From an optimization exercise on the open Yosys and OpenROAD flow, aimed at small area, a short achievable clock period and few clock cycles per item; shortcuts taken in it are not production practice. Function was checked by simulation only, so behaviour that the tests miss may differ from the original. Power and IR drop assume default switching activity.

==> flow/design.v <==
package skf_pkg;
  localparam int unsigned SampleW  = 16;
  localparam int unsigned EstW     = 32;
  localparam int unsigned CovW     = 32;
  localparam int unsigned FracW    = 24;
  localparam int unsigned CfgIdxW  = 2;
  localparam int unsigned CfgDataW = 32;
  localparam logic [CfgIdxW-1:0] CFG_PROCESS_NOISE      = 2'd0;
  localparam logic [CfgIdxW-1:0] CFG_MEASUREMENT_NOISE  = 2'd1;
  localparam logic [CfgIdxW-1:0] CFG_INITIAL_COVARIANCE = 2'd2;
  localparam logic [CovW-1:0] ProcessNoiseRst      = 32'd16777;
  localparam logic [CovW-1:0] MeasurementNoiseRst  = 32'd9110028;
  localparam logic [CovW-1:0] InitialCovarianceRst = 32'd335544;
endpackage
module skf_bk32 (
  input  logic [31:0] a,
  input  logic [31:0] b,
  input  logic ci,
  output logic [31:0] s,
  output logic co
);
  logic [31:0] p0, g0;
  assign p0 = a ^ b;
  assign g0 = a & b;
  logic gc0;
  assign gc0 = g0[0] | (p0[0] & ci);
  logic gg1, pp1;
  assign gg1 = g0[1] | (p0[1] & gc0);
  assign pp1 = p0[1] & p0[0];
  logic gg2, pp2;
  assign gg2 = g0[3] | (p0[3] & g0[2]);
  assign pp2 = p0[3] & p0[2];
  logic gg3, pp3;
  assign gg3 = g0[5] | (p0[5] & g0[4]);
  assign pp3 = p0[5] & p0[4];
  logic gg4, pp4;
  assign gg4 = g0[7] | (p0[7] & g0[6]);
  assign pp4 = p0[7] & p0[6];
  logic gg5, pp5;
  assign gg5 = g0[9] | (p0[9] & g0[8]);
  assign pp5 = p0[9] & p0[8];
  logic gg6, pp6;
  assign gg6 = g0[11] | (p0[11] & g0[10]);
  assign pp6 = p0[11] & p0[10];
  logic gg7, pp7;
  assign gg7 = g0[13] | (p0[13] & g0[12]);
  assign pp7 = p0[13] & p0[12];
  logic gg8, pp8;
  assign gg8 = g0[15] | (p0[15] & g0[14]);
  assign pp8 = p0[15] & p0[14];
  logic gg9, pp9;
  assign gg9 = g0[17] | (p0[17] & g0[16]);
  assign pp9 = p0[17] & p0[16];
  logic gg10, pp10;
  assign gg10 = g0[19] | (p0[19] & g0[18]);
  assign pp10 = p0[19] & p0[18];
  logic gg11, pp11;
  assign gg11 = g0[21] | (p0[21] & g0[20]);
  assign pp11 = p0[21] & p0[20];
  logic gg12, pp12;
  assign gg12 = g0[23] | (p0[23] & g0[22]);
  assign pp12 = p0[23] & p0[22];
  logic gg13, pp13;
  assign gg13 = g0[25] | (p0[25] & g0[24]);
  assign pp13 = p0[25] & p0[24];
  logic gg14, pp14;
  assign gg14 = g0[27] | (p0[27] & g0[26]);
  assign pp14 = p0[27] & p0[26];
  logic gg15, pp15;
  assign gg15 = g0[29] | (p0[29] & g0[28]);
  assign pp15 = p0[29] & p0[28];
  logic gg16, pp16;
  assign gg16 = g0[31] | (p0[31] & g0[30]);
  assign pp16 = p0[31] & p0[30];
  logic gg17, pp17;
  assign gg17 = gg2 | (pp2 & gg1);
  assign pp17 = pp2 & pp1;
  logic gg18, pp18;
  assign gg18 = gg4 | (pp4 & gg3);
  assign pp18 = pp4 & pp3;
  logic gg19, pp19;
  assign gg19 = gg6 | (pp6 & gg5);
  assign pp19 = pp6 & pp5;
  logic gg20, pp20;
  assign gg20 = gg8 | (pp8 & gg7);
  assign pp20 = pp8 & pp7;
  logic gg21, pp21;
  assign gg21 = gg10 | (pp10 & gg9);
  assign pp21 = pp10 & pp9;
  logic gg22, pp22;
  assign gg22 = gg12 | (pp12 & gg11);
  assign pp22 = pp12 & pp11;
  logic gg23, pp23;
  assign gg23 = gg14 | (pp14 & gg13);
  assign pp23 = pp14 & pp13;
  logic gg24, pp24;
  assign gg24 = gg16 | (pp16 & gg15);
  assign pp24 = pp16 & pp15;
  logic gg25, pp25;
  assign gg25 = gg18 | (pp18 & gg17);
  assign pp25 = pp18 & pp17;
  logic gg26, pp26;
  assign gg26 = gg20 | (pp20 & gg19);
  assign pp26 = pp20 & pp19;
  logic gg27, pp27;
  assign gg27 = gg22 | (pp22 & gg21);
  assign pp27 = pp22 & pp21;
  logic gg28, pp28;
  assign gg28 = gg24 | (pp24 & gg23);
  assign pp28 = pp24 & pp23;
  logic gg29, pp29;
  assign gg29 = gg26 | (pp26 & gg25);
  assign pp29 = pp26 & pp25;
  logic gg30, pp30;
  assign gg30 = gg28 | (pp28 & gg27);
  assign pp30 = pp28 & pp27;
  logic gg31, pp31;
  assign gg31 = gg30 | (pp30 & gg29);
  assign pp31 = pp30 & pp29;
  logic gg32, pp32;
  assign gg32 = gg27 | (pp27 & gg29);
  assign pp32 = pp27 & pp29;
  logic gg33, pp33;
  assign gg33 = gg19 | (pp19 & gg25);
  assign pp33 = pp19 & pp25;
  logic gg34, pp34;
  assign gg34 = gg21 | (pp21 & gg29);
  assign pp34 = pp21 & pp29;
  logic gg35, pp35;
  assign gg35 = gg23 | (pp23 & gg32);
  assign pp35 = pp23 & pp32;
  logic gg36, pp36;
  assign gg36 = gg3 | (pp3 & gg17);
  assign pp36 = pp3 & pp17;
  logic gg37, pp37;
  assign gg37 = gg5 | (pp5 & gg25);
  assign pp37 = pp5 & pp25;
  logic gg38, pp38;
  assign gg38 = gg7 | (pp7 & gg33);
  assign pp38 = pp7 & pp33;
  logic gg39, pp39;
  assign gg39 = gg9 | (pp9 & gg29);
  assign pp39 = pp9 & pp29;
  logic gg40, pp40;
  assign gg40 = gg11 | (pp11 & gg34);
  assign pp40 = pp11 & pp34;
  logic gg41, pp41;
  assign gg41 = gg13 | (pp13 & gg32);
  assign pp41 = pp13 & pp32;
  logic gg42, pp42;
  assign gg42 = gg15 | (pp15 & gg35);
  assign pp42 = pp15 & pp35;
  logic gg43, pp43;
  assign gg43 = g0[2] | (p0[2] & gg1);
  assign pp43 = p0[2] & pp1;
  logic gg44, pp44;
  assign gg44 = g0[4] | (p0[4] & gg17);
  assign pp44 = p0[4] & pp17;
  logic gg45, pp45;
  assign gg45 = g0[6] | (p0[6] & gg36);
  assign pp45 = p0[6] & pp36;
  logic gg46, pp46;
  assign gg46 = g0[8] | (p0[8] & gg25);
  assign pp46 = p0[8] & pp25;
  logic gg47, pp47;
  assign gg47 = g0[10] | (p0[10] & gg37);
  assign pp47 = p0[10] & pp37;
  logic gg48, pp48;
  assign gg48 = g0[12] | (p0[12] & gg33);
  assign pp48 = p0[12] & pp33;
  logic gg49, pp49;
  assign gg49 = g0[14] | (p0[14] & gg38);
  assign pp49 = p0[14] & pp38;
  logic gg50, pp50;
  assign gg50 = g0[16] | (p0[16] & gg29);
  assign pp50 = p0[16] & pp29;
  logic gg51, pp51;
  assign gg51 = g0[18] | (p0[18] & gg39);
  assign pp51 = p0[18] & pp39;
  logic gg52, pp52;
  assign gg52 = g0[20] | (p0[20] & gg34);
  assign pp52 = p0[20] & pp34;
  logic gg53, pp53;
  assign gg53 = g0[22] | (p0[22] & gg40);
  assign pp53 = p0[22] & pp40;
  logic gg54, pp54;
  assign gg54 = g0[24] | (p0[24] & gg32);
  assign pp54 = p0[24] & pp32;
  logic gg55, pp55;
  assign gg55 = g0[26] | (p0[26] & gg41);
  assign pp55 = p0[26] & pp41;
  logic gg56, pp56;
  assign gg56 = g0[28] | (p0[28] & gg35);
  assign pp56 = p0[28] & pp35;
  logic gg57, pp57;
  assign gg57 = g0[30] | (p0[30] & gg42);
  assign pp57 = p0[30] & pp42;
  logic [32:0] c;
  assign c[0] = ci;
  assign c[1] = gc0;
  assign c[2] = gg1;
  assign c[3] = gg43;
  assign c[4] = gg17;
  assign c[5] = gg44;
  assign c[6] = gg36;
  assign c[7] = gg45;
  assign c[8] = gg25;
  assign c[9] = gg46;
  assign c[10] = gg37;
  assign c[11] = gg47;
  assign c[12] = gg33;
  assign c[13] = gg48;
  assign c[14] = gg38;
  assign c[15] = gg49;
  assign c[16] = gg29;
  assign c[17] = gg50;
  assign c[18] = gg39;
  assign c[19] = gg51;
  assign c[20] = gg34;
  assign c[21] = gg52;
  assign c[22] = gg40;
  assign c[23] = gg53;
  assign c[24] = gg32;
  assign c[25] = gg54;
  assign c[26] = gg41;
  assign c[27] = gg55;
  assign c[28] = gg35;
  assign c[29] = gg56;
  assign c[30] = gg42;
  assign c[31] = gg57;
  assign c[32] = gg31;
  assign s  = p0 ^ c[31:0];
  assign co = c[32];
endmodule
module skf_bk34 (
  input  logic [33:0] a,
  input  logic [33:0] b,
  input  logic ci,
  output logic [33:0] s,
  output logic co
);
  logic [33:0] p0, g0;
  assign p0 = a ^ b;
  assign g0 = a & b;
  logic gc0;
  assign gc0 = g0[0] | (p0[0] & ci);
  logic gg1, pp1;
  assign gg1 = g0[1] | (p0[1] & gc0);
  assign pp1 = p0[1] & p0[0];
  logic gg2, pp2;
  assign gg2 = g0[3] | (p0[3] & g0[2]);
  assign pp2 = p0[3] & p0[2];
  logic gg3, pp3;
  assign gg3 = g0[5] | (p0[5] & g0[4]);
  assign pp3 = p0[5] & p0[4];
  logic gg4, pp4;
  assign gg4 = g0[7] | (p0[7] & g0[6]);
  assign pp4 = p0[7] & p0[6];
  logic gg5, pp5;
  assign gg5 = g0[9] | (p0[9] & g0[8]);
  assign pp5 = p0[9] & p0[8];
  logic gg6, pp6;
  assign gg6 = g0[11] | (p0[11] & g0[10]);
  assign pp6 = p0[11] & p0[10];
  logic gg7, pp7;
  assign gg7 = g0[13] | (p0[13] & g0[12]);
  assign pp7 = p0[13] & p0[12];
  logic gg8, pp8;
  assign gg8 = g0[15] | (p0[15] & g0[14]);
  assign pp8 = p0[15] & p0[14];
  logic gg9, pp9;
  assign gg9 = g0[17] | (p0[17] & g0[16]);
  assign pp9 = p0[17] & p0[16];
  logic gg10, pp10;
  assign gg10 = g0[19] | (p0[19] & g0[18]);
  assign pp10 = p0[19] & p0[18];
  logic gg11, pp11;
  assign gg11 = g0[21] | (p0[21] & g0[20]);
  assign pp11 = p0[21] & p0[20];
  logic gg12, pp12;
  assign gg12 = g0[23] | (p0[23] & g0[22]);
  assign pp12 = p0[23] & p0[22];
  logic gg13, pp13;
  assign gg13 = g0[25] | (p0[25] & g0[24]);
  assign pp13 = p0[25] & p0[24];
  logic gg14, pp14;
  assign gg14 = g0[27] | (p0[27] & g0[26]);
  assign pp14 = p0[27] & p0[26];
  logic gg15, pp15;
  assign gg15 = g0[29] | (p0[29] & g0[28]);
  assign pp15 = p0[29] & p0[28];
  logic gg16, pp16;
  assign gg16 = g0[31] | (p0[31] & g0[30]);
  assign pp16 = p0[31] & p0[30];
  logic gg17, pp17;
  assign gg17 = g0[33] | (p0[33] & g0[32]);
  assign pp17 = p0[33] & p0[32];
  logic gg18, pp18;
  assign gg18 = gg2 | (pp2 & gg1);
  assign pp18 = pp2 & pp1;
  logic gg19, pp19;
  assign gg19 = gg4 | (pp4 & gg3);
  assign pp19 = pp4 & pp3;
  logic gg20, pp20;
  assign gg20 = gg6 | (pp6 & gg5);
  assign pp20 = pp6 & pp5;
  logic gg21, pp21;
  assign gg21 = gg8 | (pp8 & gg7);
  assign pp21 = pp8 & pp7;
  logic gg22, pp22;
  assign gg22 = gg10 | (pp10 & gg9);
  assign pp22 = pp10 & pp9;
  logic gg23, pp23;
  assign gg23 = gg12 | (pp12 & gg11);
  assign pp23 = pp12 & pp11;
  logic gg24, pp24;
  assign gg24 = gg14 | (pp14 & gg13);
  assign pp24 = pp14 & pp13;
  logic gg25, pp25;
  assign gg25 = gg16 | (pp16 & gg15);
  assign pp25 = pp16 & pp15;
  logic gg26, pp26;
  assign gg26 = gg19 | (pp19 & gg18);
  assign pp26 = pp19 & pp18;
  logic gg27, pp27;
  assign gg27 = gg21 | (pp21 & gg20);
  assign pp27 = pp21 & pp20;
  logic gg28, pp28;
  assign gg28 = gg23 | (pp23 & gg22);
  assign pp28 = pp23 & pp22;
  logic gg29, pp29;
  assign gg29 = gg25 | (pp25 & gg24);
  assign pp29 = pp25 & pp24;
  logic gg30, pp30;
  assign gg30 = gg27 | (pp27 & gg26);
  assign pp30 = pp27 & pp26;
  logic gg31, pp31;
  assign gg31 = gg29 | (pp29 & gg28);
  assign pp31 = pp29 & pp28;
  logic gg32, pp32;
  assign gg32 = gg31 | (pp31 & gg30);
  assign pp32 = pp31 & pp30;
  logic gg33, pp33;
  assign gg33 = gg28 | (pp28 & gg30);
  assign pp33 = pp28 & pp30;
  logic gg34, pp34;
  assign gg34 = gg20 | (pp20 & gg26);
  assign pp34 = pp20 & pp26;
  logic gg35, pp35;
  assign gg35 = gg22 | (pp22 & gg30);
  assign pp35 = pp22 & pp30;
  logic gg36, pp36;
  assign gg36 = gg24 | (pp24 & gg33);
  assign pp36 = pp24 & pp33;
  logic gg37, pp37;
  assign gg37 = gg3 | (pp3 & gg18);
  assign pp37 = pp3 & pp18;
  logic gg38, pp38;
  assign gg38 = gg5 | (pp5 & gg26);
  assign pp38 = pp5 & pp26;
  logic gg39, pp39;
  assign gg39 = gg7 | (pp7 & gg34);
  assign pp39 = pp7 & pp34;
  logic gg40, pp40;
  assign gg40 = gg9 | (pp9 & gg30);
  assign pp40 = pp9 & pp30;
  logic gg41, pp41;
  assign gg41 = gg11 | (pp11 & gg35);
  assign pp41 = pp11 & pp35;
  logic gg42, pp42;
  assign gg42 = gg13 | (pp13 & gg33);
  assign pp42 = pp13 & pp33;
  logic gg43, pp43;
  assign gg43 = gg15 | (pp15 & gg36);
  assign pp43 = pp15 & pp36;
  logic gg44, pp44;
  assign gg44 = gg17 | (pp17 & gg32);
  assign pp44 = pp17 & pp32;
  logic gg45, pp45;
  assign gg45 = g0[2] | (p0[2] & gg1);
  assign pp45 = p0[2] & pp1;
  logic gg46, pp46;
  assign gg46 = g0[4] | (p0[4] & gg18);
  assign pp46 = p0[4] & pp18;
  logic gg47, pp47;
  assign gg47 = g0[6] | (p0[6] & gg37);
  assign pp47 = p0[6] & pp37;
  logic gg48, pp48;
  assign gg48 = g0[8] | (p0[8] & gg26);
  assign pp48 = p0[8] & pp26;
  logic gg49, pp49;
  assign gg49 = g0[10] | (p0[10] & gg38);
  assign pp49 = p0[10] & pp38;
  logic gg50, pp50;
  assign gg50 = g0[12] | (p0[12] & gg34);
  assign pp50 = p0[12] & pp34;
  logic gg51, pp51;
  assign gg51 = g0[14] | (p0[14] & gg39);
  assign pp51 = p0[14] & pp39;
  logic gg52, pp52;
  assign gg52 = g0[16] | (p0[16] & gg30);
  assign pp52 = p0[16] & pp30;
  logic gg53, pp53;
  assign gg53 = g0[18] | (p0[18] & gg40);
  assign pp53 = p0[18] & pp40;
  logic gg54, pp54;
  assign gg54 = g0[20] | (p0[20] & gg35);
  assign pp54 = p0[20] & pp35;
  logic gg55, pp55;
  assign gg55 = g0[22] | (p0[22] & gg41);
  assign pp55 = p0[22] & pp41;
  logic gg56, pp56;
  assign gg56 = g0[24] | (p0[24] & gg33);
  assign pp56 = p0[24] & pp33;
  logic gg57, pp57;
  assign gg57 = g0[26] | (p0[26] & gg42);
  assign pp57 = p0[26] & pp42;
  logic gg58, pp58;
  assign gg58 = g0[28] | (p0[28] & gg36);
  assign pp58 = p0[28] & pp36;
  logic gg59, pp59;
  assign gg59 = g0[30] | (p0[30] & gg43);
  assign pp59 = p0[30] & pp43;
  logic gg60, pp60;
  assign gg60 = g0[32] | (p0[32] & gg32);
  assign pp60 = p0[32] & pp32;
  logic [34:0] c;
  assign c[0] = ci;
  assign c[1] = gc0;
  assign c[2] = gg1;
  assign c[3] = gg45;
  assign c[4] = gg18;
  assign c[5] = gg46;
  assign c[6] = gg37;
  assign c[7] = gg47;
  assign c[8] = gg26;
  assign c[9] = gg48;
  assign c[10] = gg38;
  assign c[11] = gg49;
  assign c[12] = gg34;
  assign c[13] = gg50;
  assign c[14] = gg39;
  assign c[15] = gg51;
  assign c[16] = gg30;
  assign c[17] = gg52;
  assign c[18] = gg40;
  assign c[19] = gg53;
  assign c[20] = gg35;
  assign c[21] = gg54;
  assign c[22] = gg41;
  assign c[23] = gg55;
  assign c[24] = gg33;
  assign c[25] = gg56;
  assign c[26] = gg42;
  assign c[27] = gg57;
  assign c[28] = gg36;
  assign c[29] = gg58;
  assign c[30] = gg43;
  assign c[31] = gg59;
  assign c[32] = gg32;
  assign c[33] = gg60;
  assign c[34] = gg44;
  assign s  = p0 ^ c[33:0];
  assign co = c[34];
endmodule
module skf_bk35 (
  input  logic [34:0] a,
  input  logic [34:0] b,
  input  logic ci,
  output logic [34:0] s,
  output logic co
);
  logic [34:0] p0, g0;
  assign p0 = a ^ b;
  assign g0 = a & b;
  logic gc0;
  assign gc0 = g0[0] | (p0[0] & ci);
  logic gg1, pp1;
  assign gg1 = g0[1] | (p0[1] & gc0);
  assign pp1 = p0[1] & p0[0];
  logic gg2, pp2;
  assign gg2 = g0[3] | (p0[3] & g0[2]);
  assign pp2 = p0[3] & p0[2];
  logic gg3, pp3;
  assign gg3 = g0[5] | (p0[5] & g0[4]);
  assign pp3 = p0[5] & p0[4];
  logic gg4, pp4;
  assign gg4 = g0[7] | (p0[7] & g0[6]);
  assign pp4 = p0[7] & p0[6];
  logic gg5, pp5;
  assign gg5 = g0[9] | (p0[9] & g0[8]);
  assign pp5 = p0[9] & p0[8];
  logic gg6, pp6;
  assign gg6 = g0[11] | (p0[11] & g0[10]);
  assign pp6 = p0[11] & p0[10];
  logic gg7, pp7;
  assign gg7 = g0[13] | (p0[13] & g0[12]);
  assign pp7 = p0[13] & p0[12];
  logic gg8, pp8;
  assign gg8 = g0[15] | (p0[15] & g0[14]);
  assign pp8 = p0[15] & p0[14];
  logic gg9, pp9;
  assign gg9 = g0[17] | (p0[17] & g0[16]);
  assign pp9 = p0[17] & p0[16];
  logic gg10, pp10;
  assign gg10 = g0[19] | (p0[19] & g0[18]);
  assign pp10 = p0[19] & p0[18];
  logic gg11, pp11;
  assign gg11 = g0[21] | (p0[21] & g0[20]);
  assign pp11 = p0[21] & p0[20];
  logic gg12, pp12;
  assign gg12 = g0[23] | (p0[23] & g0[22]);
  assign pp12 = p0[23] & p0[22];
  logic gg13, pp13;
  assign gg13 = g0[25] | (p0[25] & g0[24]);
  assign pp13 = p0[25] & p0[24];
  logic gg14, pp14;
  assign gg14 = g0[27] | (p0[27] & g0[26]);
  assign pp14 = p0[27] & p0[26];
  logic gg15, pp15;
  assign gg15 = g0[29] | (p0[29] & g0[28]);
  assign pp15 = p0[29] & p0[28];
  logic gg16, pp16;
  assign gg16 = g0[31] | (p0[31] & g0[30]);
  assign pp16 = p0[31] & p0[30];
  logic gg17, pp17;
  assign gg17 = g0[33] | (p0[33] & g0[32]);
  assign pp17 = p0[33] & p0[32];
  logic gg18, pp18;
  assign gg18 = gg2 | (pp2 & gg1);
  assign pp18 = pp2 & pp1;
  logic gg19, pp19;
  assign gg19 = gg4 | (pp4 & gg3);
  assign pp19 = pp4 & pp3;
  logic gg20, pp20;
  assign gg20 = gg6 | (pp6 & gg5);
  assign pp20 = pp6 & pp5;
  logic gg21, pp21;
  assign gg21 = gg8 | (pp8 & gg7);
  assign pp21 = pp8 & pp7;
  logic gg22, pp22;
  assign gg22 = gg10 | (pp10 & gg9);
  assign pp22 = pp10 & pp9;
  logic gg23, pp23;
  assign gg23 = gg12 | (pp12 & gg11);
  assign pp23 = pp12 & pp11;
  logic gg24, pp24;
  assign gg24 = gg14 | (pp14 & gg13);
  assign pp24 = pp14 & pp13;
  logic gg25, pp25;
  assign gg25 = gg16 | (pp16 & gg15);
  assign pp25 = pp16 & pp15;
  logic gg26, pp26;
  assign gg26 = gg19 | (pp19 & gg18);
  assign pp26 = pp19 & pp18;
  logic gg27, pp27;
  assign gg27 = gg21 | (pp21 & gg20);
  assign pp27 = pp21 & pp20;
  logic gg28, pp28;
  assign gg28 = gg23 | (pp23 & gg22);
  assign pp28 = pp23 & pp22;
  logic gg29, pp29;
  assign gg29 = gg25 | (pp25 & gg24);
  assign pp29 = pp25 & pp24;
  logic gg30, pp30;
  assign gg30 = gg27 | (pp27 & gg26);
  assign pp30 = pp27 & pp26;
  logic gg31, pp31;
  assign gg31 = gg29 | (pp29 & gg28);
  assign pp31 = pp29 & pp28;
  logic gg32, pp32;
  assign gg32 = gg31 | (pp31 & gg30);
  assign pp32 = pp31 & pp30;
  logic gg33, pp33;
  assign gg33 = gg28 | (pp28 & gg30);
  assign pp33 = pp28 & pp30;
  logic gg34, pp34;
  assign gg34 = gg20 | (pp20 & gg26);
  assign pp34 = pp20 & pp26;
  logic gg35, pp35;
  assign gg35 = gg22 | (pp22 & gg30);
  assign pp35 = pp22 & pp30;
  logic gg36, pp36;
  assign gg36 = gg24 | (pp24 & gg33);
  assign pp36 = pp24 & pp33;
  logic gg37, pp37;
  assign gg37 = gg3 | (pp3 & gg18);
  assign pp37 = pp3 & pp18;
  logic gg38, pp38;
  assign gg38 = gg5 | (pp5 & gg26);
  assign pp38 = pp5 & pp26;
  logic gg39, pp39;
  assign gg39 = gg7 | (pp7 & gg34);
  assign pp39 = pp7 & pp34;
  logic gg40, pp40;
  assign gg40 = gg9 | (pp9 & gg30);
  assign pp40 = pp9 & pp30;
  logic gg41, pp41;
  assign gg41 = gg11 | (pp11 & gg35);
  assign pp41 = pp11 & pp35;
  logic gg42, pp42;
  assign gg42 = gg13 | (pp13 & gg33);
  assign pp42 = pp13 & pp33;
  logic gg43, pp43;
  assign gg43 = gg15 | (pp15 & gg36);
  assign pp43 = pp15 & pp36;
  logic gg44, pp44;
  assign gg44 = gg17 | (pp17 & gg32);
  assign pp44 = pp17 & pp32;
  logic gg45, pp45;
  assign gg45 = g0[2] | (p0[2] & gg1);
  assign pp45 = p0[2] & pp1;
  logic gg46, pp46;
  assign gg46 = g0[4] | (p0[4] & gg18);
  assign pp46 = p0[4] & pp18;
  logic gg47, pp47;
  assign gg47 = g0[6] | (p0[6] & gg37);
  assign pp47 = p0[6] & pp37;
  logic gg48, pp48;
  assign gg48 = g0[8] | (p0[8] & gg26);
  assign pp48 = p0[8] & pp26;
  logic gg49, pp49;
  assign gg49 = g0[10] | (p0[10] & gg38);
  assign pp49 = p0[10] & pp38;
  logic gg50, pp50;
  assign gg50 = g0[12] | (p0[12] & gg34);
  assign pp50 = p0[12] & pp34;
  logic gg51, pp51;
  assign gg51 = g0[14] | (p0[14] & gg39);
  assign pp51 = p0[14] & pp39;
  logic gg52, pp52;
  assign gg52 = g0[16] | (p0[16] & gg30);
  assign pp52 = p0[16] & pp30;
  logic gg53, pp53;
  assign gg53 = g0[18] | (p0[18] & gg40);
  assign pp53 = p0[18] & pp40;
  logic gg54, pp54;
  assign gg54 = g0[20] | (p0[20] & gg35);
  assign pp54 = p0[20] & pp35;
  logic gg55, pp55;
  assign gg55 = g0[22] | (p0[22] & gg41);
  assign pp55 = p0[22] & pp41;
  logic gg56, pp56;
  assign gg56 = g0[24] | (p0[24] & gg33);
  assign pp56 = p0[24] & pp33;
  logic gg57, pp57;
  assign gg57 = g0[26] | (p0[26] & gg42);
  assign pp57 = p0[26] & pp42;
  logic gg58, pp58;
  assign gg58 = g0[28] | (p0[28] & gg36);
  assign pp58 = p0[28] & pp36;
  logic gg59, pp59;
  assign gg59 = g0[30] | (p0[30] & gg43);
  assign pp59 = p0[30] & pp43;
  logic gg60, pp60;
  assign gg60 = g0[32] | (p0[32] & gg32);
  assign pp60 = p0[32] & pp32;
  logic gg61, pp61;
  assign gg61 = g0[34] | (p0[34] & gg44);
  assign pp61 = p0[34] & pp44;
  logic [35:0] c;
  assign c[0] = ci;
  assign c[1] = gc0;
  assign c[2] = gg1;
  assign c[3] = gg45;
  assign c[4] = gg18;
  assign c[5] = gg46;
  assign c[6] = gg37;
  assign c[7] = gg47;
  assign c[8] = gg26;
  assign c[9] = gg48;
  assign c[10] = gg38;
  assign c[11] = gg49;
  assign c[12] = gg34;
  assign c[13] = gg50;
  assign c[14] = gg39;
  assign c[15] = gg51;
  assign c[16] = gg30;
  assign c[17] = gg52;
  assign c[18] = gg40;
  assign c[19] = gg53;
  assign c[20] = gg35;
  assign c[21] = gg54;
  assign c[22] = gg41;
  assign c[23] = gg55;
  assign c[24] = gg33;
  assign c[25] = gg56;
  assign c[26] = gg42;
  assign c[27] = gg57;
  assign c[28] = gg36;
  assign c[29] = gg58;
  assign c[30] = gg43;
  assign c[31] = gg59;
  assign c[32] = gg32;
  assign c[33] = gg60;
  assign c[34] = gg44;
  assign c[35] = gg61;
  assign s  = p0 ^ c[34:0];
  assign co = c[35];
endmodule
module scalar_kalman_filter (
  input  logic                          clk_i,
  input  logic                          rst_ni,
  input  logic                          sample_valid_i,
  output logic                          sample_ready_o,
  input  logic [skf_pkg::SampleW-1:0]   sample_i,
  output logic                          estimate_valid_o,
  input  logic                          estimate_ready_i,
  output logic [skf_pkg::EstW-1:0]      estimate_o,
  input  logic                          cfg_valid_i,
  output logic                          cfg_ready_o,
  input  logic [skf_pkg::CfgIdxW-1:0]   cfg_index_i,
  input  logic [skf_pkg::CfgDataW-1:0]  cfg_data_i
);
  logic [31:0] q_q, r_q, p_q;
  logic [31:0] x_q;
  logic        out_valid_q;
  logic        bvalid_q;
  logic [15:0] b_q;
  localparam int S_IDLE = 0, S_DEN = 1, S_DIV = 2, S_ACC = 3, S_FIN = 4;
  logic [4:0]  pst_q;
  logic [3:0]  pcnt_q;
  logic [31:0] pp_q, den_q, rem_q;
  logic [24:0] qr_q;
  logic [55:0] a_q;
  logic        zero_q, sticky_q;
  logic        qvalid_q;    
  logic        conv_q;      
  logic        chk_q;       
  localparam logic [1:0] X_IDLE = 2'd0, X_MUL = 2'd1, X_FIN = 2'd2;
  logic [1:0]  xst_q;
  logic [2:0]  xcnt_q;
  logic [32:0] d_q;
  logic [24:0] kx_q;
  logic [5:0]  bsel_q;      
  logic        first_q;
  logic [32:0] acc_q;
  logic [3:0]  lo_q;
  logic [33:0] alu_a, alu_b, alu_s;
  logic [31:0] alu_sat;
  logic        alu_ci;
  assign alu_a  = pst_q[S_IDLE] ? {2'b00, p_q} : {2'b00, pp_q};
  assign alu_b  = ({34{pst_q[S_IDLE]}} & {2'b00, q_q}) |
                  ({34{pst_q[S_DEN]}}  & {2'b00, r_q}) |
                  ({34{pst_q[S_FIN]}}  & ~{2'b00, a_q[55:24]});
  assign alu_ci = pst_q[S_FIN] & !sticky_q;
  assign alu_s  = alu_a + alu_b + {33'd0, alu_ci};
  assign alu_sat = alu_s[32] ? 32'hFFFF_FFFF : alu_s[31:0];
  logic int_bit, zero_n;
  assign zero_n  = (pp_q == 32'd0) && (r_q == 32'd0);
  assign int_bit = ((r_q == 32'd0) || (pp_q == 32'hFFFF_FFFF)) && !zero_n;
  logic peq, start;
  assign peq   = chk_q && (den_q == p_q);
  assign start = pst_q[S_IDLE] && bvalid_q && !qvalid_q && !conv_q && !peq;
  logic [33:0] rem4;
  logic [34:0] s1, s2, s3, t_x, t_y, t_z, t_s, t_c;
  logic [35:0] t_sum;
  logic [1:0]  qd;
  logic [31:0] rem_n;
  assign rem4  = {rem_q, 2'b00};
  assign s1    = {1'b0, rem4} - {3'b000, den_q};
  assign s2    = {1'b0, rem4} - {2'b00, den_q, 1'b0};
  assign t_x   = {1'b0, rem4};
  assign t_y   = ~{2'b00, den_q, 1'b0};
  assign t_z   = ~{3'b000, den_q};
  assign t_s   = t_x ^ t_y ^ t_z;
  assign t_c   = (t_x & t_y) | (t_x & t_z) | (t_y & t_z);
  assign t_sum = {t_s, 1'b1} + {t_c[33:0], 2'b11};
  assign s3    = t_sum[35:1];
  always_comb begin
    if (zero_q)        begin qd = 2'd0; rem_n = rem4[31:0]; end
    else if (!s3[34])  begin qd = 2'd3; rem_n = s3[31:0];   end
    else if (!s2[34])  begin qd = 2'd2; rem_n = s2[31:0];   end
    else if (!s1[34])  begin qd = 2'd1; rem_n = s1[31:0];   end
    else               begin qd = 2'd0; rem_n = rem4[31:0]; end
  end
  logic [34:0] ax, ay, az, as_, ac;
  logic [35:0] alo;
  logic [20:0] aup, aup_ones;
  logic [55:0] a_n;
  assign ax  = {a_q[32:0], 2'b00};
  assign ay  = qr_q[1] ? {2'b00, pp_q, 1'b0} : 35'd0;
  assign az  = qr_q[0] ? {3'b000, pp_q} : 35'd0;
  assign as_ = ax ^ ay ^ az;
  assign ac  = (ax & ay) | (ax & az) | (ay & az);
  assign alo = {1'b0, as_} + {ac, 1'b0};
  always_comb begin
    aup_ones[0] = 1'b1;
    for (int i = 1; i < 21; i++) aup_ones[i] = aup_ones[i-1] & a_q[33+i-1];
  end
  assign aup = a_q[53:33] ^ (aup_ones & {21{alo[35]}});
  assign a_n = {aup, alo[34:0]};
  logic        kready, fin_ok, dload;
  logic [32:0] r33;
  logic [32:0] dl_a, dl_b, dl_c, dl_s, dl_cy;
  logic [33:0] dl_sum;
  logic [31:0] x_n;
  assign kready = qvalid_q || conv_q;
  assign fin_ok = !out_valid_q || estimate_ready_i;
  assign dload  = bvalid_q && kready &&
                  ((xst_q == X_IDLE) || ((xst_q == X_FIN) && fin_ok));
  assign r33 = (xst_q == X_FIN) ? {acc_q[28:0], lo_q} : 33'd0;
  assign dl_a  = {b_q[15], b_q, 16'h0000};
  assign dl_b  = ~{x_q[31], x_q};
  assign dl_c  = ~r33;
  assign dl_s  = dl_a ^ dl_b ^ dl_c;
  assign dl_cy = (dl_a & dl_b) | (dl_a & dl_c) | (dl_b & dl_c);
  skf_bk34 u_dadd (.a({dl_s, 1'b1}), .b({dl_cy[31:0], 1'b1, 1'b1}), .ci(1'b0),
                   .s(dl_sum), .co());
  skf_bk32 u_xadd (.a(x_q), .b({acc_q[27:0], lo_q}), .ci(1'b0), .s(x_n), .co());
  function automatic logic [5:0] booth2(input logic [3:0] k, input logic km1);
    logic a_neg, a_one, a_two, b_neg, b_one, b_two;
    a_neg = k[1] && !(k[0] && km1);
    a_one = k[0] ^ km1;
    a_two = (k[1] && !k[0] && !km1) || (!k[1] && k[0] && km1);
    b_neg = k[3] && !(k[2] && k[1]);
    b_one = k[2] ^ k[1];
    b_two = (k[3] && !k[2] && !k[1]) || (!k[3] && k[2] && k[1]);
    booth2 = {b_neg, b_two, b_one, a_neg, a_two, a_one};
  endfunction
  logic        a_neg, a_one, a_two, b_neg, b_one, b_two;
  logic [36:0] d37, pa, pb, m_x, m_y, m_z, m_s, m_c;
  logic [37:0] m_sum;
  always_comb begin
    {b_neg, b_two, b_one, a_neg, a_two, a_one} = bsel_q;
    d37   = {{4{d_q[32]}}, d_q};
    pa    = ({37{a_one}} & d37) | ({37{a_two}} & {d37[35:0], 1'b0});
    pa    = pa ^ {37{a_neg}};
    pb    = ({37{b_one}} & d37) | ({37{b_two}} & {d37[35:0], 1'b0});
    pb    = pb ^ {37{b_neg}};
    m_x   = first_q ? 37'd0 : {{4{acc_q[32]}}, acc_q};
    m_y   = pa;
    m_z   = {pb[34:0], b_neg, b_neg};    
    m_s   = m_x ^ m_y ^ m_z;
    m_c   = {(m_x[35:0] & m_y[35:0]) | (m_x[35:0] & m_z[35:0]) | (m_y[35:0] & m_z[35:0]), a_neg};
    m_sum = {m_s, 1'b1} + {m_c, b_neg};
  end
  always_ff @(posedge clk_i or negedge rst_ni) begin
    if (!rst_ni) begin
      q_q         <= skf_pkg::ProcessNoiseRst;
      r_q         <= skf_pkg::MeasurementNoiseRst;
      p_q         <= skf_pkg::InitialCovarianceRst;
      x_q         <= '0;
      out_valid_q <= 1'b0;
      bvalid_q    <= 1'b0;
      pst_q       <= 5'b00001;
      pcnt_q      <= '0;
      qvalid_q    <= 1'b0;
      conv_q      <= 1'b0;
      chk_q       <= 1'b0;
      xst_q       <= X_IDLE;
      xcnt_q      <= '0;
    end else begin
      if (sample_valid_i && !bvalid_q) bvalid_q <= 1'b1;
      else if (dload)                  bvalid_q <= 1'b0;
      chk_q <= pst_q[S_FIN];
      if (peq) conv_q <= 1'b1;
      if (start) pst_q <= 5'b00010;
      if (pst_q[S_DEN]) begin
        pst_q  <= 5'b00100;
        pcnt_q <= '0;
      end
      if (pst_q[S_DIV]) begin
        pcnt_q <= pcnt_q + 4'd1;
        if (pcnt_q == 4'd11) begin
          pst_q    <= 5'b01000;
          qvalid_q <= 1'b1;
        end
      end
      if (pst_q[S_ACC]) pst_q <= 5'b10000;
      if (pst_q[S_FIN]) begin
        pst_q <= 5'b00001;
        p_q   <= alu_s[31:0];
      end
      if (dload && !(pst_q[S_DIV] && pcnt_q == 4'd11)) qvalid_q <= 1'b0;
      unique case (xst_q)
        X_IDLE: if (dload) begin xst_q <= X_MUL; xcnt_q <= '0; end
        X_MUL: begin
          xcnt_q <= xcnt_q + 3'd1;
          if (xcnt_q == 3'd6) xst_q <= X_FIN;
        end
        X_FIN: if (fin_ok) begin
          x_q    <= x_n;
          xst_q  <= dload ? X_MUL : X_IDLE;
          xcnt_q <= '0;
        end
        default: xst_q <= X_IDLE;
      endcase
      if (xst_q == X_FIN && fin_ok) out_valid_q <= 1'b1;
      else if (estimate_ready_i)     out_valid_q <= 1'b0;
      if (cfg_valid_i) begin
        unique case (cfg_index_i)
          skf_pkg::CFG_PROCESS_NOISE:      q_q <= cfg_data_i;
          skf_pkg::CFG_MEASUREMENT_NOISE:  r_q <= cfg_data_i;
          skf_pkg::CFG_INITIAL_COVARIANCE: p_q <= cfg_data_i;
          default: ;
        endcase
        if (cfg_index_i != 2'd3) begin
          conv_q   <= 1'b0;
          qvalid_q <= 1'b0;
        end
      end
    end
  end
  always_ff @(posedge clk_i) begin
    if (sample_valid_i && !bvalid_q) b_q <= sample_i;
    if (pst_q[S_IDLE]) pp_q <= alu_sat;
    if (pst_q[S_DEN]) begin
      den_q  <= alu_sat;
      zero_q <= zero_n;
    end else if (pst_q[S_FIN]) begin
      den_q  <= p_q;
    end
    if (pst_q[S_DEN])      rem_q <= int_bit ? 32'd0 : pp_q;
    else if (pst_q[S_DIV]) rem_q <= rem_n;
    if (pst_q[S_DEN])      qr_q <= {24'd0, int_bit};
    else if (pst_q[S_DIV]) qr_q <= {qr_q[22:0], qd};
    a_q <= pst_q[S_DEN] ? 56'd0 : a_n;
    sticky_q <= (a_n[23:0] != 24'd0);
    first_q <= dload;
    if (dload) begin
      d_q    <= dl_sum[33:1];
      kx_q   <= qr_q;
      bsel_q <= booth2(qr_q[3:0], 1'b0);
    end else begin
      kx_q   <= {4'd0, kx_q[24:4]};
      bsel_q <= booth2(kx_q[7:4], kx_q[3]);
    end
    if (xst_q == X_MUL) begin
      acc_q <= m_sum[37:5];
      lo_q  <= m_sum[4:1];
    end
  end
  assign sample_ready_o   = !bvalid_q;
  assign cfg_ready_o      = 1'b1;
  assign estimate_valid_o = out_valid_q;
  assign estimate_o       = x_q;
endmodule
==> flow/run.sh <==
#!/bin/bash
# synth_recipe.tcl (not shown) runs the flow's synth.tcl, then flattens the netlist and writes it again
# the make line also repeats each setting of config.mk as NAME=value (left out here)
make -C /OpenROAD-flow-scripts/flow DESIGN_CONFIG=/design/flow/config.mk WORK_HOME=/design/flow/orfs CLKGATE_MAP_FILE= SYNTH_SCRIPT=/design/flow/synth_recipe.tcl finish
==> flow/config.mk <==
export PLATFORM = sky130hd
export DESIGN_NAME = scalar_kalman_filter
export DESIGN_NICKNAME = scalar_kalman_filter
export VERILOG_FILES = /design/flow/design.v
export SDC_FILE = /design/flow/constraint.sdc
export NUM_CORES = 4
export LEC_CHECK = 0
export ABC_AREA = 1
export CAP_MARGIN = 20
export CORE_MARGIN = 2
export CORE_UTILIZATION = 40
export SLEW_MARGIN = 20
==> flow/constraint.sdc <==
create_clock -name core_clock -period 5.0 [get_ports {clk_i}]
set_input_delay 1.0000 -clock core_clock [delete_from_list [all_inputs] [get_ports {clk_i}]]
set_output_delay 1.0000 -clock core_clock [all_outputs]
set_load 0.01 [all_outputs]
==> flow_summary.json, run 1 <==
{
  "wl_per_cell_um": 19.0,
  "cts_tree": "yes",
  "initial_core_util_pct": 40.4,
  "timing_hold_violations_final": 0,
  "drc": 0,
  "ys_seq_elements": 441,
  "drive_gt1_share_pct": 4.78,
  "ios": 90,
  "wl_um": 128000,
  "synth_area_um2": 39100,
  "netlist_top_cells_count": "nand2_1 (1429), inv_1 (773), nor2_1 (424), a21oi_1 (339), o21ai_0 (289)",
  "post-dp-hpwl_um": 101000,
  "synth_top_area_share_pct": 14.1,
  "yosys-top-cells-area": "edfxtp_1 (14%), nand2_1 (14%), ha_1 (9.0%)",
  "synth_ff_type": "edfxtp_1",
  "diodes": 0,
  "ys_types": 67,
  "cts_sinks": 441,
  "cts_buffer_depth": 3,
  "ir_drop_v": 0.000265,
  "grt_pass1_wl_um": 198000,
  "fin_skew_ns": 0.0357,
  "grt_pass1_vias": 33800,
  "fmax_ghz": 0.241,
  "fill_cells": 9897,
  "numCtsBuffers": 52,
  "nets": 5885,
  "holdWs_ns": 0.392,
  "avgSynthCellArea_um2": 7.30,
  "core_area_um2": 96900,
  "finalCritPeriodShare_pct": 82.8,
  "synthCells": 5356,
  "async_flop_share_pct": 33.3,
  "routabilityCongestion": 0.947,
  "clockRootBuffer": "clkbuf_16",
  "io_buffers": 88,
  "crit_path_max_fanout": 20,
  "grt-ovfl-total": 0,
  "start_kind": "register",
  "layout_min_cycle_time_ns": 4.14,
  "syn_nets": 5841,
  "die-area_um2": 100000,
  "ant_nets": 0,
  "tns_ns": 0,
  "num_vias": 35400,
  "p_leak_nw": 21.3,
  "holdCritPathClass": "primary input to asynchronous set/reset pin",
  "required_ns": 5.50,
  "synth-edff-count": 184,
  "critPathArrivalTime_ns": 4.64,
  "fin_util_pct": 44.4,
  "cellPowerDensity_nw_per_um2": 314,
  "hold_buffers": 0,
  "worst_pin_slew_ns": 1.21,
  "die_x_um": 317,
  "setup_viol_count_final": 0,
  "die_y_um": 317,
  "yosysTopAreaCell": "edfxtp_1",
  "htreeDepth": 2,
  "avgViaCountPerCell": 5.27,
  "maxSlewViolCount": 0,
  "grt_max_degree": 85,
  "synth.most_common_cell": "nand2_1",
  "dr.first_iter.drc_count": 3027,
  "insertion_delay_ns": 0.64,
  "synthToLayoutAreaGrowth_pct": 10.0,
  "max_slew_margin_pct": 18.6,
  "cts_resized": 0,
  "crit_type": "register to register",
  "cp-end-kind": "register",
  "ys_warn_count": 1,
  "clkSlewWorstSetupHoldPaths_ns": 0.06,
  "ys_seq_area_share_pct": 29.2,
  "grt_use_total_pct": 25.4,
  "grt_setup_unrepaired": "false",
  "maxCapViolCount": 0,
  "first_pass_iters": 6,
  "post-cts-setup-buffer-count": 0,
  "rows": 114,
  "status": "finished clean",
  "antenna_found_initial": 1
}
power by group:
group	leakage, nW	internal [W]	switching, W
clock	0.819	0.00214	0.00163
combinational	16.3	0.00205	0.00277
sequential	4.16	0.00447	0.000427
critical path, cell delays in order, from the launching register on:
cell and delay (ns):
edfxtp_1 0.94, nand2_1 0.17, fa_1 0.54, inv_1 0.04, ha_1 0.31, fa_1 0.51, nand3_1 0.09, nand2_1 0.13
a21boi_1 0.26, o21ai_1 0.23, a21oi_1 0.33, xor2_1 0.22, nand2_1 0.07, nor2_1 0.09, nand3b_1 0.08
metal layers:
metal	track usage (%)	vias up	routed length [um]
met5	0	-	0
li1	-	17600	-
met3	2.54	213	6810
met2	43.4	1057	60800
met1	33.8	16600	56100
met4	7.86	0	4100
cell type report:
| type | instances | area (um^2) | share of cell area (%) |
|---|---|---|---|
| Timing Repair Buffer | 135 | 1280 | 2.99 |
| Tap cell | 1276 | 1600 | 3.71 |
| Sequential cell | 441 | 11400 | 26.6 |
| Clock buffer | 72 | 1490 | 3.47 |
| Multi-Input combinational cell | 3985 | 24100 | 56.0 |
| Clock inverter | 25 | 179 | 0.416 |
| Inverter | 785 | 2950 | 6.85 |
final timing paths:
| kind | start | end | cells after the start | slack [ns] |
|---|---|---|---|---|
| setup / recovery | qr_q[0] | sticky_q | 14 | 0.86 |
| hold / removal | rst_ni | x_q[20] | 1 | 0.39 |
| setup reg to reg | qr_q[0] | sticky_q | 14 | 0.86 |
| hold reg to reg | kx_q[21] | kx_q[17] | 2 | 0.42 |
| max in group asynchronous | rst_ni | p_q[4] | 2 | 3.64 |
| min in group core_clock | kx_q[21] | kx_q[17] | 2 | 0.42 |
registers in the layout, summed over array words and instances (netlist names), 5 cells and up:
name and count:
a_q 56, acc_q 33, b_q 16, bsel_q 6, d_q 33, den_q 32, kx_q 22, p_q 32
pp_q 32, pst_q 5, q_q 32, qr_q 25, r_q 32, rem_q 32, x_q 32
stage by stage:
stage / instance area, um^2 / power, W / cells / setup slack, ns
floorplan: 39100 / 0.00821 / 5356 / 0.748
global placement: 41300 / 0.00972 / 6622 / 0.818
detailed placement: 41300 / 0.00982 / 6622 / 0.849
CTS: 43000 / 0.0136 / 6719 / 0.845
global route: 43000 / 0.0145 / 6719 / 0.537
finish: 43000 / 0.0135 / 6719 / 0.858
kinds of logic after synthesis:
kind of cell | Yosys count | synth area share, %
XOR/XNOR | 242 | 5.44
buffers and inverters | 930 | 9.29
flip-flops | 441 | 29.2
multiplexers | 1 | 0.0288
AND/OR/NAND/NOR | 2391 | 26.0
AO/OA/AOI/OAI | 920 | 13.4
adder cells (fa/ha/maj) | 430 | 16.6
other | 1 | 0.00959
layout by cell type, fill, tap and decap left out, types with 14 or more instances in the layout:
| cell | netlist | layout |
|---|---|---|
| a21o_1 | 21 | 21 |
| a21oi_1 | 339 | 339 |
| a22oi_1 | 18 | 18 |
| a31oi_1 | 22 | 22 |
| buf_4 | 10 | 43 |
| clkbuf_16 | 0 | 54 |
| clkdlybuf4s50_1 | 0 | 87 |
| dfrtp_1 | 124 | 123 |
| dfstp_2 | 23 | 22 |
| dfxtp_1 | 110 | 110 |
| edfxtp_1 | 184 | 184 |
| fa_1 | 148 | 148 |
| ha_1 | 282 | 282 |
| inv_1 | 773 | 771 |
| nand2_1 | 1429 | 1428 |
| nand2_4 | 32 | 33 |
| nand3_1 | 276 | 276 |
| nand3b_1 | 17 | 17 |
| nand4_1 | 71 | 71 |
| nor2_1 | 424 | 419 |
| nor3_1 | 49 | 49 |
| nor4_1 | 32 | 32 |
| o211ai_1 | 42 | 42 |
| o21a_1 | 14 | 14 |
| o21ai_0 | 289 | 289 |
| o21ai_1 | 18 | 18 |
| o21bai_1 | 27 | 27 |
| o22ai_1 | 77 | 77 |
| or2_2 | 17 | 17 |
| xnor2_1 | 75 | 75 |
| xor2_1 | 166 | 166 |
Testbench counts, summed over its fixed seeds: cycles 53,024, items 4,800.
==> inputs of run 2 (changes only) <==
--- a/flow/design.v
+++ b/flow/design.v
@@ -698,6 +698,251 @@
   assign s  = p0 ^ c[34:0];
   assign co = c[35];
 endmodule
+module skf_bk36 (
+  input  logic [35:0] a,
+  input  logic [35:0] b,
+  input  logic ci,
+  output logic [35:0] s,
+  output logic co
+);
+  logic [35:0] p0, g0;
+  assign p0 = a ^ b;
+  assign g0 = a & b;
+  logic gc0;
+  assign gc0 = g0[0] | (p0[0] & ci);
+  logic gg1, pp1;
+  assign gg1 = g0[1] | (p0[1] & gc0);
+  assign pp1 = p0[1] & p0[0];
+  logic gg2, pp2;
+  assign gg2 = g0[3] | (p0[3] & g0[2]);
+  assign pp2 = p0[3] & p0[2];
+  logic gg3, pp3;
+  assign gg3 = g0[5] | (p0[5] & g0[4]);
+  assign pp3 = p0[5] & p0[4];
+  logic gg4, pp4;
+  assign gg4 = g0[7] | (p0[7] & g0[6]);
+  assign pp4 = p0[7] & p0[6];
+  logic gg5, pp5;
+  assign gg5 = g0[9] | (p0[9] & g0[8]);
+  assign pp5 = p0[9] & p0[8];
+  logic gg6, pp6;
+  assign gg6 = g0[11] | (p0[11] & g0[10]);
+  assign pp6 = p0[11] & p0[10];
+  logic gg7, pp7;
+  assign gg7 = g0[13] | (p0[13] & g0[12]);
+  assign pp7 = p0[13] & p0[12];
+  logic gg8, pp8;
+  assign gg8 = g0[15] | (p0[15] & g0[14]);
+  assign pp8 = p0[15] & p0[14];
+  logic gg9, pp9;
+  assign gg9 = g0[17] | (p0[17] & g0[16]);
+  assign pp9 = p0[17] & p0[16];
+  logic gg10, pp10;
+  assign gg10 = g0[19] | (p0[19] & g0[18]);
+  assign pp10 = p0[19] & p0[18];
+  logic gg11, pp11;
+  assign gg11 = g0[21] | (p0[21] & g0[20]);
+  assign pp11 = p0[21] & p0[20];
+  logic gg12, pp12;
+  assign gg12 = g0[23] | (p0[23] & g0[22]);
+  assign pp12 = p0[23] & p0[22];
+  logic gg13, pp13;
+  assign gg13 = g0[25] | (p0[25] & g0[24]);
+  assign pp13 = p0[25] & p0[24];
+  logic gg14, pp14;
+  assign gg14 = g0[27] | (p0[27] & g0[26]);
+  assign pp14 = p0[27] & p0[26];
+  logic gg15, pp15;
+  assign gg15 = g0[29] | (p0[29] & g0[28]);
+  assign pp15 = p0[29] & p0[28];
+  logic gg16, pp16;
+  assign gg16 = g0[31] | (p0[31] & g0[30]);
+  assign pp16 = p0[31] & p0[30];
+  logic gg17, pp17;
+  assign gg17 = g0[33] | (p0[33] & g0[32]);
+  assign pp17 = p0[33] & p0[32];
+  logic gg18, pp18;
+  assign gg18 = g0[35] | (p0[35] & g0[34]);
+  assign pp18 = p0[35] & p0[34];
+  logic gg19, pp19;
+  assign gg19 = gg2 | (pp2 & gg1);
+  assign pp19 = pp2 & pp1;
+  logic gg20, pp20;
+  assign gg20 = gg4 | (pp4 & gg3);
+  assign pp20 = pp4 & pp3;
+  logic gg21, pp21;
+  assign gg21 = gg6 | (pp6 & gg5);
+  assign pp21 = pp6 & pp5;
+  logic gg22, pp22;
+  assign gg22 = gg8 | (pp8 & gg7);
+  assign pp22 = pp8 & pp7;
+  logic gg23, pp23;
+  assign gg23 = gg10 | (pp10 & gg9);
+  assign pp23 = pp10 & pp9;
+  logic gg24, pp24;
+  assign gg24 = gg12 | (pp12 & gg11);
+  assign pp24 = pp12 & pp11;
+  logic gg25, pp25;
+  assign gg25 = gg14 | (pp14 & gg13);
+  assign pp25 = pp14 & pp13;
+  logic gg26, pp26;
+  assign gg26 = gg16 | (pp16 & gg15);
+  assign pp26 = pp16 & pp15;
+  logic gg27, pp27;
+  assign gg27 = gg18 | (pp18 & gg17);
+  assign pp27 = pp18 & pp17;
+  logic gg28, pp28;
+  assign gg28 = gg20 | (pp20 & gg19);
+  assign pp28 = pp20 & pp19;
+  logic gg29, pp29;
+  assign gg29 = gg22 | (pp22 & gg21);
+  assign pp29 = pp22 & pp21;
+  logic gg30, pp30;
+  assign gg30 = gg24 | (pp24 & gg23);
+  assign pp30 = pp24 & pp23;
+  logic gg31, pp31;
+  assign gg31 = gg26 | (pp26 & gg25);
+  assign pp31 = pp26 & pp25;
+  logic gg32, pp32;
+  assign gg32 = gg29 | (pp29 & gg28);
+  assign pp32 = pp29 & pp28;
+  logic gg33, pp33;
+  assign gg33 = gg31 | (pp31 & gg30);
+  assign pp33 = pp31 & pp30;
+  logic gg34, pp34;
+  assign gg34 = gg33 | (pp33 & gg32);
+  assign pp34 = pp33 & pp32;
+  logic gg35, pp35;
+  assign gg35 = gg30 | (pp30 & gg32);
+  assign pp35 = pp30 & pp32;
+  logic gg36, pp36;
+  assign gg36 = gg21 | (pp21 & gg28);
+  assign pp36 = pp21 & pp28;
+  logic gg37, pp37;
+  assign gg37 = gg23 | (pp23 & gg32);
+  assign pp37 = pp23 & pp32;
+  logic gg38, pp38;
+  assign gg38 = gg25 | (pp25 & gg35);
+  assign pp38 = pp25 & pp35;
+  logic gg39, pp39;
+  assign gg39 = gg27 | (pp27 & gg34);
+  assign pp39 = pp27 & pp34;
+  logic gg40, pp40;
+  assign gg40 = gg3 | (pp3 & gg19);
+  assign pp40 = pp3 & pp19;
+  logic gg41, pp41;
+  assign gg41 = gg5 | (pp5 & gg28);
+  assign pp41 = pp5 & pp28;
+  logic gg42, pp42;
+  assign gg42 = gg7 | (pp7 & gg36);
+  assign pp42 = pp7 & pp36;
+  logic gg43, pp43;
+  assign gg43 = gg9 | (pp9 & gg32);
+  assign pp43 = pp9 & pp32;
+  logic gg44, pp44;
+  assign gg44 = gg11 | (pp11 & gg37);
+  assign pp44 = pp11 & pp37;
+  logic gg45, pp45;
+  assign gg45 = gg13 | (pp13 & gg35);
+  assign pp45 = pp13 & pp35;
+  logic gg46, pp46;
+  assign gg46 = gg15 | (pp15 & gg38);
+  assign pp46 = pp15 & pp38;
+  logic gg47, pp47;
+  assign gg47 = gg17 | (pp17 & gg34);
+  assign pp47 = pp17 & pp34;
+  logic gg48, pp48;
+  assign gg48 = g0[2] | (p0[2] & gg1);
+  assign pp48 = p0[2] & pp1;
+  logic gg49, pp49;
+  assign gg49 = g0[4] | (p0[4] & gg19);
+  assign pp49 = p0[4] & pp19;
+  logic gg50, pp50;
+  assign gg50 = g0[6] | (p0[6] & gg40);
+  assign pp50 = p0[6] & pp40;
+  logic gg51, pp51;
+  assign gg51 = g0[8] | (p0[8] & gg28);
+  assign pp51 = p0[8] & pp28;
+  logic gg52, pp52;
+  assign gg52 = g0[10] | (p0[10] & gg41);
+  assign pp52 = p0[10] & pp41;
+  logic gg53, pp53;
+  assign gg53 = g0[12] | (p0[12] & gg36);
+  assign pp53 = p0[12] & pp36;
+  logic gg54, pp54;
+  assign gg54 = g0[14] | (p0[14] & gg42);
+  assign pp54 = p0[14] & pp42;
+  logic gg55, pp55;
+  assign gg55 = g0[16] | (p0[16] & gg32);
+  assign pp55 = p0[16] & pp32;
+  logic gg56, pp56;
+  assign gg56 = g0[18] | (p0[18] & gg43);
+  assign pp56 = p0[18] & pp43;
+  logic gg57, pp57;
+  assign gg57 = g0[20] | (p0[20] & gg37);
+  assign pp57 = p0[20] & pp37;
+  logic gg58, pp58;
+  assign gg58 = g0[22] | (p0[22] & gg44);
+  assign pp58 = p0[22] & pp44;
+  logic gg59, pp59;
+  assign gg59 = g0[24] | (p0[24] & gg35);
+  assign pp59 = p0[24] & pp35;
+  logic gg60, pp60;
+  assign gg60 = g0[26] | (p0[26] & gg45);
+  assign pp60 = p0[26] & pp45;
+  logic gg61, pp61;
+  assign gg61 = g0[28] | (p0[28] & gg38);
+  assign pp61 = p0[28] & pp38;
+  logic gg62, pp62;
+  assign gg62 = g0[30] | (p0[30] & gg46);
+  assign pp62 = p0[30] & pp46;
+  logic gg63, pp63;
+  assign gg63 = g0[32] | (p0[32] & gg34);
+  assign pp63 = p0[32] & pp34;
+  logic gg64, pp64;
+  assign gg64 = g0[34] | (p0[34] & gg47);
+  assign pp64 = p0[34] & pp47;
+  logic [36:0] c;
+  assign c[0] = ci;
+  assign c[1] = gc0;
+  assign c[2] = gg1;
+  assign c[3] = gg48;
+  assign c[4] = gg19;
+  assign c[5] = gg49;
+  assign c[6] = gg40;
+  assign c[7] = gg50;
+  assign c[8] = gg28;
+  assign c[9] = gg51;
+  assign c[10] = gg41;
+  assign c[11] = gg52;
+  assign c[12] = gg36;
+  assign c[13] = gg53;
+  assign c[14] = gg42;
+  assign c[15] = gg54;
+  assign c[16] = gg32;
+  assign c[17] = gg55;
+  assign c[18] = gg43;
+  assign c[19] = gg56;
+  assign c[20] = gg37;
+  assign c[21] = gg57;
+  assign c[22] = gg44;
+  assign c[23] = gg58;
+  assign c[24] = gg35;
+  assign c[25] = gg59;
+  assign c[26] = gg45;
+  assign c[27] = gg60;
+  assign c[28] = gg38;
+  assign c[29] = gg61;
+  assign c[30] = gg46;
+  assign c[31] = gg62;
+  assign c[32] = gg34;
+  assign c[33] = gg63;
+  assign c[34] = gg47;
+  assign c[35] = gg64;
+  assign c[36] = gg39;
+  assign s  = p0 ^ c[35:0];
+  assign co = c[36];
+endmodule
 module scalar_kalman_filter (
   input  logic                          clk_i,
   input  logic                          rst_ni,
@@ -758,14 +1003,14 @@
   logic [1:0]  qd;
   logic [31:0] rem_n;
   assign rem4  = {rem_q, 2'b00};
-  assign s1    = {1'b0, rem4} - {3'b000, den_q};
-  assign s2    = {1'b0, rem4} - {2'b00, den_q, 1'b0};
+  skf_bk35 u_s1 (.a({1'b0, rem4}), .b(~{3'b000, den_q}), .ci(1'b1), .s(s1), .co());
+  skf_bk35 u_s2 (.a({1'b0, rem4}), .b(~{2'b00, den_q, 1'b0}), .ci(1'b1), .s(s2), .co());
   assign t_x   = {1'b0, rem4};
   assign t_y   = ~{2'b00, den_q, 1'b0};
   assign t_z   = ~{3'b000, den_q};
   assign t_s   = t_x ^ t_y ^ t_z;
   assign t_c   = (t_x & t_y) | (t_x & t_z) | (t_y & t_z);
-  assign t_sum = {t_s, 1'b1} + {t_c[33:0], 2'b11};
+  skf_bk36 u_s3 (.a({t_s, 1'b1}), .b({t_c[33:0], 2'b11}), .ci(1'b0), .s(t_sum), .co());
   assign s3    = t_sum[35:1];
   always_comb begin
     if (zero_q)        begin qd = 2'd0; rem_n = rem4[31:0]; end
@@ -783,7 +1028,7 @@
   assign az  = qr_q[0] ? {3'b000, pp_q} : 35'd0;
   assign as_ = ax ^ ay ^ az;
   assign ac  = (ax & ay) | (ax & az) | (ay & az);
-  assign alo = {1'b0, as_} + {ac, 1'b0};
+  skf_bk36 u_alo (.a({1'b0, as_}), .b({ac, 1'b0}), .ci(1'b0), .s(alo), .co());
   always_comb begin
     aup_ones[0] = 1'b1;
     for (int i = 1; i < 21; i++) aup_ones[i] = aup_ones[i-1] & a_q[33+i-1];
==> flow_summary.json, run 2 <==
{
  "seqCellArea_um2": 11400,
  "avgViaCountPerCell": 5.19,
  "met3_length_um": 4670,
  "cts_tree": "yes",
  "async_flop_share_pct": 33.3,
  "clockRootBuffer": "clkbuf_16",
  "p_clk_share_pct": 30.6,
  "grt_pass1_wl_um": 155000,
  "ys_seq_area_share_pct": 32.8,
  "ys_seq_elements": 441,
  "required_ns": 5.58,
  "ant_nets": 0,
  "timing_hold_violations_final": 0,
  "insertion_delay_ns": 0.67,
  "p_comb_share_pct": 33.8,
  "synth-edff-count": 184,
  "internal_power_w": 0.00892,
  "htreeDepth": 2,
  "multiInputGateArea_um2": 20800,
  "synth_top_area_share_pct": 15.8,
  "fin_util_pct": 45.3,
  "p_switching_w": 0.00475,
  "wl_per_cell_um": 17.6,
  "cts_sinks": 441,
  "avgSynthCellArea_um2": 8.35,
  "synth_adder_area_share_pct": 21.9,
  "critPathSlowestCell": "fa_1",
  "dp_slack_ns": 0.0678,
  "fill_cells": 8565,
  "diodes": 0,
  "start_kind": "register",
  "num_vias": 28300,
  "grt_pass1_vias": 28000,
  "max_slew_margin_pct": 33.6,
  "nets": 4785,
  "synthCells": 4177,
  "yosys-top-cells-area": "edfxtp_1 (16%), fa_1 (12%), ha_1 (10%)",
  "drive_gt1_share_pct": 6.36,
  "synthToLayoutAreaGrowth_pct": 12.4,
  "synth_area_um2": 34900,
  "worstSetupStartpoint": "qr_q[0]",
  "mostFrequentLayoutCells": "nand2_1 (844), inv_1 (582), nor2_1 (320)",
  "synth.most_common_cell": "nand2_1",
  "yosysTopAreaCell": "edfxtp_1",
  "cp-end-kind": "register",
  "synth_compound_area_share_pct": 13.9,
  "setup_ws_ns": 0.325,
  "routabilityCongestion": 0.886,
  "ys_types": 67,
  "crit_top_cell": "nand2_1",
  "maxUsedRoutingLayer": "met4",
  "ios": 90,
  "p_leak_nw": 18.6,
  "swShare_pct": 34.8,
  "wl_met1_um": 42600,
  "yosys.area_share.simple_pct": 17.3,
  "grt-ovfl-total": 0,
  "met2WireLength_um": 45900,
  "crit_type": "register to register",
  "hold_buffers": 0,
  "antenna_found_initial": 0,
  "die_x_um": 299,
  "layout_commonest_cell": "nand2_1",
  "clkSlewWorstSetupHoldPaths_ns": 0.06,
  "holdCritPathClass": "primary input to asynchronous set/reset pin",
  "io_buffers": 88,
  "grt_max_degree": 67,
  "die-area_um2": 89600,
  "fin_skew_ns": 0.0304,
  "worst_pin_slew_ns": 0.994,
  "finalCritPeriodShare_pct": 93.5,
  "seqPwrFrac_pct": 35.6,
  "largest-register": "a_q",
  "rows": 108,
  "regToRegStartpoint": "qr_q[0]",
  "biggestRegsByFlops": "a_q: 56 flops, acc_q: 33 flops, d_q: 33 flops",
  "synthMuxAreaShare_pct": 0,
  "status": "finished clean",
  "max_stage_delay_ns": 0.52,
  "drc": 0,
  "setup_viol_count_final": 0,
  "layout_min_cycle_time_ns": 4.67,
  "numCtsBuffers": 55,
  "wl_um": 96100,
  "fmax_ghz": 0.214,
  "die_y_um": 299,
  "dr.first_iter.drc_count": 1900,
  "synth_xor_area_share_pct": 6.08,
  "syn_nets": 4718,
  "synth_top_family_by_area": "adder cells",
  "maxSlewViolCount": 0,
  "cts_buffer_depth": 3,
  "ir_drop_v": 0.000344,
  "netlist_top_cells_count": "nand2_1 (846), inv_1 (584), nor2_1 (325), o21ai_0 (302), ha_1 (280)",
  "crit_path_max_fanout": 14,
  "initial_core_util_pct": 40.3,
  "maxCapViolCount": 0,
  "first_pass_iters": 6,
  "grt_use_total_pct": 21.7,
  "cellPowerDensity_nw_per_um2": 349,
  "ys_warn_count": 1,
  "synth_ff_type": "edfxtp_1",
  "post-dp-hpwl_um": 74900,
  "core_area_um2": 86600,
  "critPathArrivalTime_ns": 5.26,
  "largest_reg_flops": 56
}
run 2: cell count changes after synthesis, moves of 15 or more:
cell and change:
nand3_1 -158, nand4_1 -26, inv_1 -189, nand2_4 -30
a21oi_1 -137, nor2_1 -99, fa_1 +58, o22ai_1 +15
nor3_1 -21, nand2_1 -583
run 2: final timing paths:
check | end | slack (ns) | cells after the start
hold / removal | x_q[6] | 0.30 | 1
hold reg to reg | kx_q[18] | 0.41 | 2
max in group asynchronous | pcnt_q[1] | 3.74 | 2
setup reg to reg | a_q[55] | 0.33 | 32
setup / recovery | a_q[55] | 0.33 | 32
min in group core_clock | kx_q[18] | 0.41 | 2
run 2: what timing repair did:
| action | 4_1_cts | 5_1_grt |
|---|---|---|
| resized for setup | 0 | 21 |
| setup buffers | 0 | 3 |
| endpoints found under the setup margin | 0 | 7 |
run 2: logic make-up after synthesis:
kind of cell             Yosys count
AND/OR/NAND/NOR                 1446
AO/OA/AOI/OAI                    830
buffers and inverters            731
flip-flops                       441
XOR/XNOR                         242
other                              1
adder cells (fa/ha/maj)          486
run 2: final cells by class:
type / instances / area share (%)
inverter: 590 / 5.65
clock inverter: 34 / 0.875
clock buffer: 70 / 3.92
timing repair buffer: 151 / 3.62
multi-input combinational: 3005 / 53.0
tap: 1155 / 3.69
sequential: 441 / 29.2
run 2: through the flow:
stage,TNS [ns],cell area [um^2],hold slack [ns],total power (W),cells
floorplan,0,34900,0.393,0.00817,4177
global placement,0,37200,0.410,0.00953,5339
detailed placement,0,37200,0.410,0.00962,5339
CTS,0,39100,0.286,0.0139,5443
global route,-0.0345,39200,0.320,0.0148,5446
finish,0,39200,0.304,0.0137,5446
run 2: layer usage:
layer	global-route usage, %	vias up
met4	6.60	0
li1	-	14000
met5	0	-
met3	2.77	144
met1	29.0	13500
met2	36.7	681
run 2: power by group through the flow:
stage / registers, W / clock network (W) / logic (W)
2_1_floorplan: 0.00487 / 0 / 0.00330
4_1_cts: 0.00488 / 0.00428 / 0.00471
6_report: 0.00487 / 0.00418 / 0.00462
3_5_place_dp: 0.00495 / 0 / 0.00467
3_3_place_gp: 0.00494 / 0 / 0.00458
5_1_grt: 0.00494 / 0.00441 / 0.00540
run 2: critical path, delay by kind of cell (launching register included):
family / cells / cell delay [ns]
and+or+nand+nor: 23 / 2.52
adders and majority gates: 3 / 0.95
DFF: 1 / 0.38
AOI/OAI and AO/OA: 2 / 0.36
buffers and inverters: 4 / 0.35
Testbench counts of run 2, summed over its fixed seeds: cycles 53,024, items 4,800.

==> port drivers added, routing unchanged <==
The flow's constraints put no driver on any port. The routed layouts listed below were extracted and timed again, unchanged, in two steps. Step 1: set_driving_cell puts a clkbuf_16 on clk_i and a buf_2 on each other input, an assumption about the parent block. Step 2 moves the port delays by t, midway between the first and last clock arrival at a register: inputs arrive t later, outputs are due t later. That takes back most of the time a late clock gives input paths. a / b / c = ideal / step 1 / step 2; a / b = the first two.
run | shift t [ns] | setup slack, ns | worst setup path after step 2 | worst data-port slew with drivers (ns)
run 1 | 0.685 | 0.858 / 0.858 / 0.858 | register to register | 0.07
run 2 | 0.717 | 0.325 / 0.325 / 0.325 | register to register | 0.04
After both steps setup and hold are still met in every run listed.
